This is an optimization exercise on Yosys and OpenROAD, whose aim is small area, a short achievable clock period and few clock cycles per item, not a production implementation. Function was checked by simulation only, so behaviour that the tests miss may differ from the original.

[flow/design.v]
package dwpid_pkg;
	localparam int TICK_BITS = 16;
	localparam logic [2:0] CMD_FORWARD  = 3'd0;
	localparam logic [2:0] CMD_BACKWARD = 3'd1;
	localparam logic [2:0] CMD_LEFT     = 3'd2;
	localparam logic [2:0] CMD_RIGHT    = 3'd3;
	localparam logic [2:0] CMD_STOP     = 3'd4;
	localparam logic [1:0] DIR_STOP     = 2'd0;
	localparam logic [1:0] DIR_FORWARD  = 2'd1;
	localparam logic [1:0] DIR_BACKWARD = 2'd2;
	localparam logic [2:0] REG_KP    = 3'd0;
	localparam logic [2:0] REG_KI    = 3'd1;
	localparam logic [2:0] REG_KD    = 3'd2;
	localparam logic [2:0] REG_SCALE = 3'd3;
	localparam logic [2:0] REG_PWM   = 3'd4;
	localparam logic [2:0] REG_LIMIT = 3'd5;
	localparam logic [15:0] KP_RESET    = 16'd410;
	localparam logic [15:0] KI_RESET    = 16'd15;
	localparam logic [15:0] KD_RESET    = 16'd0;
	localparam logic [15:0] SCALE_RESET = 16'd256;
	localparam logic [15:0] PWM_RESET   = 16'd1000;
	localparam logic [14:0] LIMIT_RESET = 15'd670;
	localparam logic [31:0] PWM_MUL_RESET = 32'd50081242;
	localparam logic [22:0] RECIP_100 = 23'd5368710;
	typedef struct packed {
		logic [15:0] kp_centi;
		logic [15:0] ki_centi;
		logic [15:0] kd_centi;
		logic [15:0] velocity_scale;
		logic [15:0] pwm_max;
		logic [14:0] full_speed_limit;
	} cfg_t;
endpackage
module dwpid_div #(
	parameter int STEPS = 2
) (
	input  logic        clk,
	input  logic        arst_n,
	input  logic        start,       
	input  logic [15:0] pwm_max,
	input  logic [14:0] lnorm,
	output logic [4:0]  remain,
	output logic [31:0] pwm_mul
);
	localparam int NCYC = (32 + STEPS - 1) / STEPS;
	localparam int QB   = NCYC * STEPS;
	logic        load_q, busy_q;
	logic [4:0]  cnt_q;
	logic [14:0] den_q;
	logic [14:0] rem_q;
	logic [14:0] rem_n;
	logic [QB-1:0] quo_q;
	logic [QB-1:0] quo_n;
	always_comb begin
		logic [15:0] trial;
		rem_n = rem_q;
		quo_n = quo_q;
		for (int k = 0; k < STEPS; k++) begin
			trial = {rem_n, quo_n[QB-1]};
			quo_n = {quo_n[QB-2:0], 1'b0};
			if (trial >= {1'b0, den_q}) begin
				rem_n    = 15'(trial - {1'b0, den_q});
				quo_n[0] = 1'b1;
			end else begin
				rem_n = trial[14:0];
			end
		end
	end
	always_ff @(posedge clk or negedge arst_n) begin
		if (!arst_n) begin
			load_q  <= 1'b0;
			busy_q  <= 1'b0;
			cnt_q   <= '0;
			quo_q   <= QB'(dwpid_pkg::PWM_MUL_RESET);
		end else begin
			load_q <= start;
			if (load_q) begin
				busy_q  <= 1'b1;
				cnt_q   <= 5'(NCYC);
				quo_q   <= QB'({pwm_max[QB-31:0], 15'd0, lnorm});
			end else if (busy_q) begin
				quo_q   <= quo_n;
				cnt_q   <= cnt_q - 5'd1;
				if (cnt_q == 5'd1) busy_q <= 1'b0;
			end
		end
	end
	always_ff @(posedge clk) begin
		if (load_q) begin
			den_q <= lnorm;
			rem_q <= 15'(pwm_max >> (QB - 30));
		end else if (busy_q) begin
			rem_q <= rem_n;
		end
	end
	assign pwm_mul = quo_q[31:0];
	assign remain = load_q ? 5'(NCYC + 1) : (busy_q ? 5'(cnt_q) : 5'd0);
endmodule
module dwpid_lane #(
	parameter bit NEG = 1'b0       
) (
	input  logic               clk,
	input  logic               arst_n,
	input  logic               adv,
	input  logic               upd_pid,    
	input  logic               upd_prod,   
	input  logic               inj_e2,     
	input  logic               inj_e1,     
	input  logic               upd_acc,    
	input  logic               upd_out,    
	input  logic               run8,
	input  logic [15:0]        tk0,
	input  logic signed [16:0] tgt0,
	input  logic [15:0]        scale,
	input  logic [17:0]        g0,
	input  logic [17:0]        g1,
	input  logic [15:0]        g2,
	input  logic [21:0]        hlim,
	input  logic [3:0]         sh,
	input  logic [31:0]        pwm_mul,
	output logic [15:0]        duty,
	output logic [1:0]         dir,
	output logic signed [15:0] speed,
	output logic signed [31:0] odo
);
	logic [15:0] tks;
	logic        dneg;
	logic [24:0] pa_c;
	assign tks  = NEG ? ~tk0 : tk0;
	assign dneg = NEG ? (!tk0[15] && tk0 != 16'd0) : tk0[15];
	assign pa_c = 25'(tks[7:0]) * 25'(scale) + 25'(NEG ? scale : 16'd0)
	            + 25'(dneg ? 8'd255 : 8'd0);
	logic [24:0]        pa1;
	logic signed [7:0]  th1;
	logic signed [16:0] tgt1, tgt2;
	logic [15:0]        tk1, tk2, tk3, tk4, tk5, tk6, tk7, tk8;
	logic signed [24:0] pq_c;
	assign pq_c = 25'(th1) * $signed({1'b0, scale}) + $signed({8'd0, pa1[24:8]});
	logic signed [24:0] pq2;
	logic signed [15:0] meas_c;
	logic signed [17:0] diff;
	logic signed [16:0] e_c;
	assign meas_c = (pq2 > 25'sd32767) ? 16'sd32767 :
	                (pq2 < -25'sd32768) ? -16'sd32768 : 16'(pq2);
	assign diff   = 18'(tgt2) - 18'(meas_c);
	assign e_c    = (diff > 18'sd65535) ? 17'sd65535 : 17'(diff);
	logic signed [15:0] meas3, meas4, meas5, meas6, meas7, meas8;
	logic signed [16:0] e3;
	logic signed [16:0] e1_q, e2_q;
	logic signed [35:0] p0_c, p1_c;
	logic signed [33:0] p2_c;
	assign p0_c = $signed({1'b0, g0}) * 36'(e3);
	assign p1_c = $signed({1'b0, g1}) * 36'(e3);
	assign p2_c = $signed({1'b0, g2}) * 34'(e3);
	logic signed [35:0] p04, p14;
	logic signed [33:0] p24;
	logic signed [37:0] dd;
	logic signed [36:0] kq_q;
	logic signed [33:0] c1_q;
	assign dd = 38'(p04) + 38'(kq_q);
	logic signed [24:0] dd5;
	logic               ovp5, ovn5;
	logic signed [22:0] acc_q;
	logic signed [24:0] dds;
	logic signed [25:0] asum;
	logic signed [25:0] hs;
	logic signed [22:0] acc_c;
	assign dds   = ovp5 ? 25'sd16777215 : ovn5 ? -25'sd16777216 : dd5;
	assign hs    = $signed({4'd0, hlim});
	assign asum  = 26'(acc_q) + 26'(dds);
	assign acc_c = (asum > hs) ? 23'(hs) : (asum < -hs) ? 23'(-hs) : 23'(asum);
	logic [21:0] amag;
	logic [25:0] osum;
	logic [14:0] o_c;
	assign amag = acc_q[21:0] ^ {22{acc_q[22]}};
	assign osum = (26'(amag) << 3) + (26'(amag) << 1) + 26'(amag >> 2) + 26'(amag >> 17)
	            - 26'(amag >> 7) - 26'(amag >> 9) - 26'(amag >> 12)
	            + (acc_q[22] ? 26'd18 : 26'd7);
	assign o_c  = osum[24:10];
	logic [14:0] o7;
	logic        neg7, neg8, neg9;
	logic [14:0] ol_c;
	logic [38:0] ra_c;
	assign ol_c = o7 << sh;
	assign ra_c = 39'(ol_c[6:0]) * 39'(pwm_mul);
	logic [31:0] ra8;
	logic [7:0]  oh8;
	logic [39:0] rb_c;
	logic [15:0] q_c;
	assign rb_c = 40'(oh8) * 40'(pwm_mul) + 40'(ra8);
	assign q_c  = rb_c[38:23];
	assign dir = (duty == 16'd0) ? dwpid_pkg::DIR_STOP :
	             neg9 ? dwpid_pkg::DIR_BACKWARD : dwpid_pkg::DIR_FORWARD;
	always_ff @(posedge clk) begin
		if (adv) begin
			pa1   <= pa_c;
			th1   <= tks[15:8];
			tgt1  <= tgt0;
			tk1   <= tk0;
			pq2   <= pq_c;
			tgt2  <= tgt1;
			tk2   <= tk1;
			meas3 <= meas_c;
			e3    <= inj_e2 ? e2_q : inj_e1 ? e1_q : e_c;
			tk3   <= tk2;
			p04   <= p0_c;
			p14   <= p1_c;
			p24   <= p2_c;
			meas4 <= meas3;
			tk4   <= tk3;
			dd5   <= 25'(dd);
			ovp5  <= !dd[37] && (dd[36:24] != '0);
			ovn5  <= dd[37] && (dd[36:24] != '1);
			meas5 <= meas4;
			tk5   <= tk4;
			meas6 <= meas5;
			tk6   <= tk5;
			o7    <= o_c;
			neg7  <= acc_q[22];
			meas7 <= meas6;
			tk7   <= tk6;
			ra8   <= ra_c[38:7];
			oh8   <= ol_c[14:7];
			neg8  <= neg7;
			meas8 <= meas7;
			tk8   <= tk7;
		end
		if (upd_out) begin
			duty  <= run8 ? q_c : 16'd0;
			neg9  <= neg8;
			speed <= meas8;
		end
	end
	always_ff @(posedge clk or negedge arst_n) begin
		if (!arst_n) begin
			e1_q  <= '0;
			e2_q  <= '0;
			kq_q  <= '0;
			c1_q  <= '0;
			acc_q <= '0;
			odo   <= '0;
		end else begin
			if (upd_pid) begin
				e1_q <= e3;
				e2_q <= e1_q;
			end
			if (upd_prod) begin
				kq_q <= 37'(c1_q) - 37'(p14);
				c1_q <= p24;
			end
			if (upd_acc) acc_q <= acc_c;
			if (upd_out) odo <= NEG ? odo - 32'($signed(tk8)) : odo + 32'($signed(tk8));
		end
	end
endmodule
module dual_wheel_incremental_pid_drive #(
	parameter int TICK_BITS = dwpid_pkg::TICK_BITS
) (
	input  logic                        clk,
	input  logic                        arst_n,
	input  logic                        psel,
	input  logic                        penable,
	input  logic                        pwrite,
	input  logic [4:0]                  paddr,
	input  logic [31:0]                 pwdata,
	output logic [31:0]                 prdata,
	output logic                        pready,
	input  logic                        in_valid,
	output logic                        in_stall,
	input  logic [2:0]                  cmd,
	input  logic signed [15:0]          speed,
	input  logic signed [TICK_BITS-1:0] left_ticks,
	input  logic signed [TICK_BITS-1:0] right_ticks,
	output logic                        out_valid,
	input  logic                        out_stall,
	output logic [15:0]                 left_duty,
	output logic [1:0]                  left_dir,
	output logic [15:0]                 right_duty,
	output logic [1:0]                  right_dir,
	output logic signed [15:0]          left_speed,
	output logic signed [15:0]          right_speed,
	output logic signed [31:0]          left_odometry,
	output logic signed [31:0]          right_odometry
);
	localparam int PWM_STAGE = 7;
	dwpid_pkg::cfg_t cfg_q;
	logic            wr;
	assign pready = 1'b1;
	assign wr     = psel && penable && pwrite;
	always_ff @(posedge clk or negedge arst_n) begin
		if (!arst_n) begin
			cfg_q.kp_centi         <= dwpid_pkg::KP_RESET;
			cfg_q.ki_centi         <= dwpid_pkg::KI_RESET;
			cfg_q.kd_centi         <= dwpid_pkg::KD_RESET;
			cfg_q.velocity_scale   <= dwpid_pkg::SCALE_RESET;
			cfg_q.pwm_max          <= dwpid_pkg::PWM_RESET;
			cfg_q.full_speed_limit <= dwpid_pkg::LIMIT_RESET;
		end else if (wr) begin
			unique case (paddr[4:2])
				dwpid_pkg::REG_KP:    cfg_q.kp_centi         <= pwdata[15:0];
				dwpid_pkg::REG_KI:    cfg_q.ki_centi         <= pwdata[15:0];
				dwpid_pkg::REG_KD:    cfg_q.kd_centi         <= pwdata[15:0];
				dwpid_pkg::REG_SCALE: cfg_q.velocity_scale   <= pwdata[15:0];
				dwpid_pkg::REG_PWM:   cfg_q.pwm_max          <= pwdata[15:0];
				dwpid_pkg::REG_LIMIT: cfg_q.full_speed_limit <= pwdata[14:0];
				default: ;
			endcase
		end
	end
	logic [15:0] rd_q;
	always_ff @(posedge clk) begin
		unique case (paddr[4:2])
			dwpid_pkg::REG_KP:    rd_q <= cfg_q.kp_centi;
			dwpid_pkg::REG_KI:    rd_q <= cfg_q.ki_centi;
			dwpid_pkg::REG_KD:    rd_q <= cfg_q.kd_centi;
			dwpid_pkg::REG_SCALE: rd_q <= cfg_q.velocity_scale;
			dwpid_pkg::REG_PWM:   rd_q <= cfg_q.pwm_max;
			dwpid_pkg::REG_LIMIT: rd_q <= {1'b0, cfg_q.full_speed_limit};
			default:              rd_q <= '0;
		endcase
	end
	assign prdata = {16'd0, rd_q};
	logic [14:0] lim;
	logic [3:0]  sh_c;
	logic [14:0] lnorm;
	logic [17:0] g0_q, g1_q;
	logic [21:0] hlim_q;
	logic [3:0]  sh_q;
	assign lim = (cfg_q.full_speed_limit == '0) ? 15'd1 : cfg_q.full_speed_limit;
	always_comb begin
		sh_c = 4'd0;
		for (int i = 0; i < 15; i++) begin
			if (lim[i]) sh_c = 4'(14 - i);
		end
	end
	assign lnorm = lim << sh_c;
	always_ff @(posedge clk) begin
		g0_q   <= 18'(cfg_q.kp_centi) + 18'(cfg_q.ki_centi) + 18'(cfg_q.kd_centi);
		g1_q   <= 18'(cfg_q.kp_centi) + (18'(cfg_q.kd_centi) << 1);
		hlim_q <= 22'(lim) * 22'd100;
		sh_q   <= sh_c;
	end
	logic [4:0]  div_remain;
	logic [31:0] pwm_mul;
	dwpid_div u_div (
		.clk     (clk),
		.arst_n  (arst_n),
		.start   (wr && (paddr[4:2] == dwpid_pkg::REG_PWM || paddr[4:2] == dwpid_pkg::REG_LIMIT)),
		.pwm_max (cfg_q.pwm_max),
		.lnorm   (lnorm),
		.remain  (div_remain),
		.pwm_mul (pwm_mul)
	);
	logic        adv;
	logic        v0_q, vs_q;
	logic [2:0]  cmd0, cmds;
	logic [15:0] spd0, spds, lt0, lts, rt0, rts;
	logic        accept, ld0;
	assign in_stall = vs_q || (div_remain > 5'(PWM_STAGE + 1));
	assign accept   = in_valid && !in_stall;
	assign ld0      = adv || !v0_q;
	always_ff @(posedge clk or negedge arst_n) begin
		if (!arst_n) begin
			v0_q <= 1'b0;
			vs_q <= 1'b0;
		end else if (ld0) begin
			v0_q <= vs_q || accept;
			vs_q <= 1'b0;
		end else if (accept) begin
			vs_q <= 1'b1;
		end
	end
	always_ff @(posedge clk) begin
		if (ld0) begin
			cmd0 <= vs_q ? cmds : cmd;
			spd0 <= vs_q ? spds : speed;
			lt0  <= vs_q ? lts : left_ticks;
			rt0  <= vs_q ? rts : right_ticks;
		end else if (accept) begin
			cmds <= cmd;
			spds <= speed;
			lts  <= left_ticks;
			rts  <= right_ticks;
		end
	end
	localparam int NST = 9;    
	logic [NST:1]   v_q;
	logic [NST-1:1] run_q;
	logic           run0;
	assign adv  = !(v_q[NST] && out_stall);
	assign run0 = cmd0 <= dwpid_pkg::CMD_RIGHT;
	always_ff @(posedge clk or negedge arst_n) begin
		if (!arst_n) begin
			v_q <= '0;
		end else if (adv) begin
			v_q <= {v_q[NST-1:1], v0_q};
		end
	end
	always_ff @(posedge clk) begin
		if (adv) begin
			run_q <= {run_q[NST-2:1], run0};
		end
	end
	assign out_valid = v_q[NST];
	logic signed [16:0] spd, ltgt, rtgt;
	assign spd  = 17'($signed(spd0));
	assign ltgt = (cmd0 == dwpid_pkg::CMD_BACKWARD || cmd0 == dwpid_pkg::CMD_LEFT) ? -spd : spd;
	assign rtgt = (cmd0 == dwpid_pkg::CMD_BACKWARD || cmd0 == dwpid_pkg::CMD_RIGHT) ? -spd : spd;
	logic [2:1] ref_q;
	logic [4:3] rf_q;
	logic       inj_e2, inj_e1;
	always_ff @(posedge clk or negedge arst_n) begin
		if (!arst_n) begin
			ref_q <= '0;
			rf_q  <= '0;
		end else begin
			ref_q <= {ref_q[1], wr && (paddr[4:2] == dwpid_pkg::REG_KP
			                             || paddr[4:2] == dwpid_pkg::REG_KD)};
			rf_q  <= {rf_q[3], inj_e2 || inj_e1};
		end
	end
	assign inj_e2 = ref_q[1];
	assign inj_e1 = ref_q[2];
	logic upd_pid, upd_prod, upd_acc, upd_out;
	assign upd_pid  = adv && v_q[3] && run_q[3];
	assign upd_prod = (adv && v_q[4] && run_q[4]) || rf_q[4];
	assign upd_acc  = adv && v_q[5] && run_q[5];
	assign upd_out  = adv && v_q[8];
	dwpid_lane #(.NEG(1'b1)) u_left (
		.clk     (clk),
		.arst_n  (arst_n),
		.adv     (adv),
		.upd_pid (upd_pid),
		.upd_prod(upd_prod),
		.inj_e2  (inj_e2),
		.inj_e1  (inj_e1),
		.upd_acc (upd_acc),
		.upd_out (upd_out),
		.run8    (run_q[8]),
		.tk0     (lt0),
		.tgt0    (ltgt),
		.scale   (cfg_q.velocity_scale),
		.g0      (g0_q),
		.g1      (g1_q),
		.g2      (cfg_q.kd_centi),
		.hlim    (hlim_q),
		.sh      (sh_q),
		.pwm_mul (pwm_mul),
		.duty    (left_duty),
		.dir     (left_dir),
		.speed   (left_speed),
		.odo     (left_odometry)
	);
	dwpid_lane #(.NEG(1'b0)) u_right (
		.clk     (clk),
		.arst_n  (arst_n),
		.adv     (adv),
		.upd_pid (upd_pid),
		.upd_prod(upd_prod),
		.inj_e2  (inj_e2),
		.inj_e1  (inj_e1),
		.upd_acc (upd_acc),
		.upd_out (upd_out),
		.run8    (run_q[8]),
		.tk0     (rt0),
		.tgt0    (rtgt),
		.scale   (cfg_q.velocity_scale),
		.g0      (g0_q),
		.g1      (g1_q),
		.g2      (cfg_q.kd_centi),
		.hlim    (hlim_q),
		.sh      (sh_q),
		.pwm_mul (pwm_mul),
		.duty    (right_duty),
		.dir     (right_dir),
		.speed   (right_speed),
		.odo     (right_odometry)
	);
endmodule
[flow/run.sh]
#!/bin/bash
# synth_recipe.tcl (not shown) runs the flow's synth.tcl, then flattens the netlist and writes it again
# the make line also repeats each setting of config.mk as NAME=value (left out here)
make -C /OpenROAD-flow-scripts/flow DESIGN_CONFIG=/design/flow/config.mk WORK_HOME=/design/flow/orfs CLKGATE_MAP_FILE= SYNTH_SCRIPT=/design/flow/synth_recipe.tcl finish
[flow/config.mk]
export PLATFORM = sky130hd
export DESIGN_NAME = dual_wheel_incremental_pid_drive
export DESIGN_NICKNAME = dual_wheel_incremental_pid_drive
export VERILOG_FILES = /design/flow/design.v
export SDC_FILE = /design/flow/constraint.sdc
export NUM_CORES = 4
export LEC_CHECK = 0
export CAP_MARGIN = 20
export CORE_MARGIN = 2
export CORE_UTILIZATION = 55
export SETUP_SLACK_MARGIN = 5
export SLEW_MARGIN = 20
[flow/constraint.sdc]
create_clock -name core_clock -period 12.0 [get_ports {clk}]
set_input_delay 2.4000 -clock core_clock [delete_from_list [all_inputs] [get_ports {clk}]]
set_output_delay 2.4000 -clock core_clock [all_outputs]
set_load 0.01 [all_outputs]
==> impl_metrics.env, run 1 <==
export IMPL_wl_um=512200
export IMPL_crit_top_cell="fa_1"
export IMPL_grt_pass1_wl_um=793000
export IMPL_ys_flop_type="edfxtp_1"
export IMPL_synth_seq_cells=1771
export IMPL_nFillCells=30450
export IMPL_clkTransAtPathRegs_ns=0.07
export IMPL_synth_edf_count=1225
export IMPL_start_util_pct=55.20
export IMPL_utilization_pct=60.23
export IMPL_post_drt_via_cell_ratio=5.512
export IMPL_rsz0062_at_grt="yes"
export IMPL_dp_hpwl_um=372200
export IMPL_period_share_pct=56.95
export IMPL_startpoint_type="flip-flop"
export IMPL_timing_critical_path_buf_inv=7
export IMPL_areaGrowthSynthToFinish_pct=9.103
export IMPL_ios=262
export IMPL_cts_tree="yes"
export IMPL_setup_viol=0
export IMPL_antenna_found_initial=59
export IMPL_holdWs_ns=0.3474
export IMPL_arrival_ns=7.47
export IMPL_port_buffers=226
export IMPL_die_h_um=598.5
export IMPL_synthDistinctLibCells=102
export IMPL_fin_area_um2=212100
export IMPL_status="complete, no violations"
export IMPL_clockRootBuffer="clkbuf_16"
export IMPL_hold_path_class="flip-flop to flip-flop"
export IMPL_vias=135400
export IMPL_drt_iter0_drc=9180
export IMPL_gr_total_overflow=0
export IMPL_maxCapViolCount=0
export IMPL_path_delay_family="adder cells"
export IMPL_wl_met1_um=224100
export IMPL_grt_max_degree=177
export IMPL_async_reset_ff_share_pct=26.48
export IMPL_top_layer_used="met5"
export IMPL_clock_path_buffers=4
export IMPL_fp_row_count=218
export IMPL_cts_hold_buf=0
export IMPL_htreeDepth=4
export IMPL_routedWlPerCell_um=20.85
export IMPL_fin_cells=24570
export IMPL_grt_pass1_vias=138300
export IMPL_slowest_delay_ns=0.52
export IMPL_fin_tns_setup_ns=0
export IMPL_cts_sinks=1771
export IMPL_endpoint_kind="flip-flop"
export IMPL_ys_seq_area_share_pct=25.78
export IMPL_drcViolationCount=0
export IMPL_wl_met2_um=240500
export IMPL_final_max_slew_viol_count=0
export IMPL_fp_dieW_um=598.5
export IMPL_maxSlewHeadroom_pct=22.99
export IMPL_synth_cells=19630
export IMPL_die_area_um2=358200
export IMPL_drive_gt1_share_pct=6.531
export IMPL_grt_usage_pct=28.48
export IMPL_avgSynthCellArea_um2=9.903
export IMPL_path_max_fanout=7
export IMPL_final_antenna_net_count=0
export IMPL_min_period_ns=6.834
export IMPL_core_um2=352100
export IMPL_cp_slowest_cell="fa_1"
export IMPL_dp_cells=23970
export IMPL_ys_warn_count=4
export IMPL_clk_latency_ns=0.98
export IMPL_worst_pin_slew_ns=1.126
export IMPL_crit_required_ns=12.64
export IMPL_timing_fmax_ghz=0.1463
export IMPL_finalHoldViolCount=0
export IMPL_nNetsFinal=24210
export IMPL_criticalPathCategory="flip-flop to flip-flop"
export IMPL_synth_area_um2=194400
export IMPL_place_congestion=0.8876
export IMPL_dr_wl_met3_um=31120
export IMPL_finClkSkew_ns=0.08883
export IMPL_cts_buffers=210
export IMPL_place_area_um2=201300
export IMPL_first_pass_iters=7
through the flow:
step	worst slack (ns)
floorplan	5.164
global placement	3.833
detailed placement	3.784
CTS	4.934
global route	4.912
finish	5.166
final timing paths:
| check | cells past startpoint | to | start | slack, ns |
|---|---|---|---|---|
| min reg2reg | 0 | rf_q[4] | rf_q[3] | 0.35 |
| max reg2reg | 29 | u_left.ra8[25] | sh_q[1] | 5.17 |
| max | 29 | u_left.ra8[25] | sh_q[1] | 5.17 |
| min in group asynchronous | 1 | u_left.e1_q[12] | arst_n | 1.45 |
| min | 0 | rf_q[4] | rf_q[3] | 0.35 |
| max in group asynchronous | 3 | cfg_q[54] | arst_n | 8.32 |
Yosys cell counts (all sizes together) (41+ instances only):
cell    number  area share [%]
xor2       262             1.2
fa        2610              27
a21oi      663             1.7
nand2     2529             4.9
edfxtp    1225              19
a21boi      45            0.17
a31oi       72            0.23
o311ai      43            0.19
nand2b     245            0.79
nand4       63            0.20
o22ai       65            0.21
nor3       184            0.47
or3         56            0.18
and2      1229             4.0
dfrtp      431             5.5
o21bai      70            0.27
o31ai       55            0.21
a211oi      91            0.36
buf         57            0.15
mux2       233             1.3
dfxtp       77            0.79
nand3      172            0.44
clkbuf     803             1.6
nor2b      171            0.55
mux2i      131            0.67
xnor2      494             2.2
o21ai      473             1.2
and3        59            0.19
o21a       130            0.50
nor4        41            0.14
nor2       644             1.2
inv       3551             6.9
a21o       316             1.2
ha        1870              12
layout by cell type (no fill, tap or decap), drive strengths merged, types with 70 or more instances in the layout:
cell and count:
o21ai 473, dfxtp 77, nand3 172, inv 3565, xor2 262, dfrtp 431
nor2b 171, mux2 233, ha 1870, a211oi 91, clkdlybuf4s50 224, a31oi 72
mux2i 131, buf 385, xnor2 494, o21bai 70, nand2 2529, o21a 130
clkinv 83, nand2b 245, nor3 184, and2 1229, fa 2610, clkbuf 281
edfxtp 1225, a21oi 663, nor2 644, a21o 316
flip-flops by register name (all words and copies together) (netlist names), 32 cells and up:
signal,flops
u_right.ra8,32
u_div.quo_q,32
u_right.p24,34
cfg_q,95
u_left.p14,36
u_left.c1_q,34
u_right.p04,36
u_left.p24,34
u_left.odo,32
u_right.p14,36
u_right.odo,32
u_left.kq_q,37
u_left.ra8,32
u_right.c1_q,34
u_right.kq_q,37
u_left.p04,36
metal layers:
| layer | up-vias | global-route usage (%) |
|---|---|---|
| met5 | - | 0 |
| met4 | 12 | 7.829 |
| met3 | 690 | 3.575 |
| met2 | 3368 | 47.02 |
| met1 | 68800 | 39.68 |
| li1 | 62550 | - |
worst register-to-register path: cells and delay by family, from the launching register on:
kind	cells	cell delay (ns)
flops	1	0.36
compound gates	10	1.92
simple gates	6	1.00
xor+xnor	1	0.14
buf+inv	7	0.92
fa+ha+maj	5	2.19
cells by family (layout without fill, tap and decap cells):
kind of cell / after synthesis / after routing / share of synthesized area (%)
compound gates: 2306 / 2306 / 7.627
xor+xnor: 756 / 756 / 3.406
fa+ha+maj: 4480 / 4480 / 38.92
buf+inv: 4417 / 4588 / 8.567
flops: 1771 / 1771 / 25.78
mux: 375 / 375 / 2.152
other cells: 2 / 42 / 0.003863
simple gates: 5521 / 5521 / 13.55
repair_timing:
item                                    4_1_cts  5_1_grt
cloned                                        5       27
endpoints found under the setup margin      123      112
gates resized for setup                     127      293
setup buffers                                64       82
pin swaps                                     9       36
layout make-up:
class | count | area [um^2] | area share [%]
multi-input combinational | 13460 | 128600 | 60.63
clock buffer | 255 | 5619 | 2.650
clock inverter | 137 | 1564 | 0.7375
timing repair inverter | 1 | 5.005 | 0.002360
timing repair buffer | 638 | 6756 | 3.186
sequential | 1771 | 50180 | 23.66
tap | 4730 | 5918 | 2.791
inverter | 3557 | 13390 | 6.316
antenna | 25 | 62.56 | 0.02950
Testbench counts, summed over its fixed seeds: cycles 2,152, items 2,048.
==> run 2: changes to the inputs <==
==> flow/flow/run.sh (new file) <==
#!/bin/bash
set -o pipefail
export SETUP_SLACK_MARGIN=6.5
bash standard.sh > standard.log 2>&1
==> flow/standard.sh (new file) <==
#!/bin/bash
# synth_recipe.tcl (not shown) runs the flow's synth.tcl, then flattens the netlist and writes it again
# the make line also repeats each setting of config.mk as NAME=value (left out here)
make -C /OpenROAD-flow-scripts/flow DESIGN_CONFIG=/design/flow/config.mk WORK_HOME=/design/flow/orfs CLKGATE_MAP_FILE= SYNTH_SCRIPT=/design/flow/synth_recipe.tcl "${@:-finish}"
--- a/flow/config.mk
+++ b/flow/config.mk
@@ -8,5 +8,4 @@
 export CAP_MARGIN = 20
 export CORE_MARGIN = 2
 export CORE_UTILIZATION = 55
-export SETUP_SLACK_MARGIN = 5
 export SLEW_MARGIN = 20
removed: flow/run.sh
==> run 2 against run 1 <==
Compared with the run above:
- critical path depth fell by 3
- area after synthesis is the same
- die area stayed put
- global-route usage rose by 2.5 points
- highest routed layer unchanged
- still clean on timing, DRC and antenna
- via count is 4.7% higher
- final area grew 8.0%
- sequential cell count stayed put
- register-to-register slack better by 0.09 ns
==> impl_metrics.env, run 2 <==
export IMPL_rr_startpoint="g1_q[7]"
export IMPL_die_h_um=598.5
export IMPL_synthTopCellsByArea="fa_1, edfxtp_1, ha_1"
export IMPL_synthSimpleGateAreaFrac_pct=13.55
export IMPL_startpoint_type="flip-flop"
export IMPL_clkTransAtPathRegs_ns=0.07
export IMPL_dp_hpwl_um=370200
export IMPL_synthDistinctLibCells=102
export IMPL_timing_critical_path_buf_inv=6
export IMPL_fin_area_um2=229000
export IMPL_top_register="cfg_q"
export IMPL_reg_top3="cfg_q (95), u_left.kq_q (37), u_right.kq_q (37)"
export IMPL_cts_tree="yes"
export IMPL_final_antenna_net_count=0
export IMPL_htreeDepth=4
export IMPL_final_cell_mix="inv_1, fa_1, nand2_1"
export IMPL_avgSynthCellArea_um2=9.903
export IMPL_rsz0062_at_grt="yes"
export IMPL_cp_slowest_cell="fa_1"
export IMPL_synth_xor_area_share_pct=3.406
export IMPL_synth_compound_area_share_pct=7.627
export IMPL_synth_area_um2=194400
export IMPL_cts_hold_buf=0
export IMPL_fp_row_count=218
export IMPL_criticalPathCategory="flip-flop to flip-flop"
export IMPL_start_util_pct=55.20
export IMPL_grt_max_degree=173
export IMPL_async_reset_ff_share_pct=26.48
export IMPL_areaGrowthSynthToFinish_pct=17.80
export IMPL_synth_seq_cells=1771
export IMPL_setup_viol=0
export IMPL_synth_fa_ha_area_share_pct=38.92
export IMPL_clock_path_buffers=4
export IMPL_r2r_slack_ns=5.25
export IMPL_cts_buffers=209
export IMPL_synthDominantCellAreaShare_pct=26.88
export IMPL_maxSlewHeadroom_pct=12.56
export IMPL_fp_dieW_um=598.5
export IMPL_gr_total_overflow=0
export IMPL_vias=141800
export IMPL_grt_pass1_wl_um=849000
export IMPL_wl_um=560300
export IMPL_cp_startpoint="g1_q[7]"
export IMPL_path_delay_family="adder cells"
export IMPL_crit_top_cell="fa_1"
export IMPL_cts_sinks=1771
export IMPL_finalHoldViolCount=0
export IMPL_nNetsFinal=25050
export IMPL_post_drt_via_cell_ratio=5.582
export IMPL_port_buffers=226
export IMPL_maxCapViolCount=0
export IMPL_synthTopCellsByCount="inv_1, fa_1, nand2_1"
export IMPL_synth_cells=19630
export IMPL_post_synth_top_count_cell="inv_1"
export IMPL_clk_latency_ns=0.95
export IMPL_ys_flop_type="edfxtp_1"
export IMPL_min_period_ns=6.748
export IMPL_place_congestion=0.8888
export IMPL_synth_edf_count=1225
export IMPL_core_um2=352100
export IMPL_slowest_delay_ns=0.54
export IMPL_place_area_um2=201600
export IMPL_synth_top_family_by_area="adder cells"
export IMPL_ys_seq_area_share_pct=25.78
export IMPL_grt_usage_pct=31.03
export IMPL_min_from="rf_q[3]"
export IMPL_timing_fmax_ghz=0.1482
export IMPL_worst_pin_slew_ns=1.279
export IMPL_drive_gt1_share_pct=15.22
export IMPL_synth_mux_area_fraction_pct=2.152
export IMPL_drt_iter0_drc=10190
export IMPL_routedWlPerCell_um=22.06
export IMPL_path_max_fanout=17
export IMPL_first_pass_iters=6
export IMPL_clockRootBuffer="clkbuf_16"
export IMPL_ios=262
export IMPL_drcViolationCount=0
export IMPL_ys_warn_count=4
export IMPL_endpoint_kind="flip-flop"
export IMPL_hold_path_class="flip-flop to flip-flop"
export IMPL_grt_pass1_vias=143500
export IMPL_finClkSkew_ns=0.08216
export IMPL_antenna_found_initial=56
export IMPL_synth_top_area_cell="fa_1"
export IMPL_layout_commonest_cell="inv_1"
export IMPL_largest_register_ffs=95
export IMPL_die_area_um2=358200
export IMPL_period_share_pct=56.24
export IMPL_final_max_slew_viol_count=0
export IMPL_status="complete, no violations"
export IMPL_arrival_ns=7.45
export IMPL_fin_tns_setup_ns=0
export IMPL_crit_required_ns=12.70
==> run 2: cell counts after synthesis <==
No cell type changed its count.
==> run 2: per-layer routing <==
metal / track usage (%) / vias up / share of wire (%)
met1: 42.21 / 72350 / 42
met2: 50.36 / 4222 / 46
met5: 0 / - / 0.022
met3: 5.741 / 980 / 7.8
met4: 9.884 / 18 / 3.9
li1: - / 64230 / -
==> run 2: kinds of logic after synthesis <==
group / after synthesis
other: 2
muxes: 375
AOI/OAI and AO/OA: 2306
buffers and inverters: 4417
adders and majority gates: 4480
DFF: 1771
and+or+nand+nor: 5521
xor gates and xnor gates: 756
==> run 2: cell type report <==
type | count | area (um^2)
repair buffers | 1475 | 17190
clock buffers | 280 | 5862
multi-input cells | 13460 | 135100
inverters | 3557 | 13430
fillers | 28340 | 123200
well taps | 4730 | 5918
clock inverters | 112 | 1194
repair inverters | 2 | 12.51
flip-flops and latches | 1771 | 50250
diodes | 19 | 47.55
==> run 2: per-stage QoR <==
step | instances | setup slack [ns] | hold WS (ns) | util [%]
after floorplan | 19640 | 5.817 | 0.3312 | -
after global placement | 23970 | 4.189 | 0.3524 | 57.24
after detailed placement | 23980 | 4.120 | 0.3497 | 57.25
after CTS | 25110 | 5.375 | 0.3616 | 63.48
after global routing | 25390 | 5.062 | 0.3687 | 65.02
final | 25400 | 5.252 | 0.3600 | 65.03
==> run 2: worst paths after layout <==
path / end / cells after the start
max: u_right.p14[34] / 26
min: rf_q[4] / 0
max reg2reg: u_right.p14[34] / 26
min reg2reg: rf_q[4] / 0
max in group asynchronous: u_div.quo_q[15] / 3
min in group asynchronous: u_left.c1_q[24] / 1
==> run 2: timing repair <==
item / 4_1_cts / 5_1_grt
setup endpoints to repair: 386 / 569
buffers inserted: 663 / 253
cloned: 82 / 18
gates resized for setup: 1532 / 698
pin swaps: 623 / 575
==> run 2: worst register-to-register path, delay by kind of cell (launching register included) <==
| family | cells | cell delay (ns) |
|---|---|---|
| compound gates | 6 | 1.31 |
| xor+xnor | 1 | 0.07 |
| fa+ha+maj | 7 | 3.22 |
| buf+inv | 6 | 0.70 |
| flops | 1 | 0.37 |
| simple gates | 6 | 0.87 |

[separate check: timing with driven ports]
In the flow no input, the clock included, has a driving cell. The finished layouts below were timed again as built, in two steps. Step 1 assumes that a clkbuf_16 drives the clock port and a buf_2 every other input. Step 2 also shifts input and output timing later by t, the mid clock arrival at the registers, as if the neighbouring blocks saw the same clock. a / b / c = ideal ports / drivers / drivers and shift; a / b = the first two.
run | t (ns) | slack for setup (ns) | latest minus earliest clock arrival (ns) | pins driven straight from the clock port
run 1 | 1.037 | 5.166 / 5.166 / 5.166 | 0.100 / 0.100 | 1
run 2 | 1.028 | 5.252 / 5.252 / 5.252 | 0.097 / 0.097 | 1
After both steps every run listed still meets setup and hold.
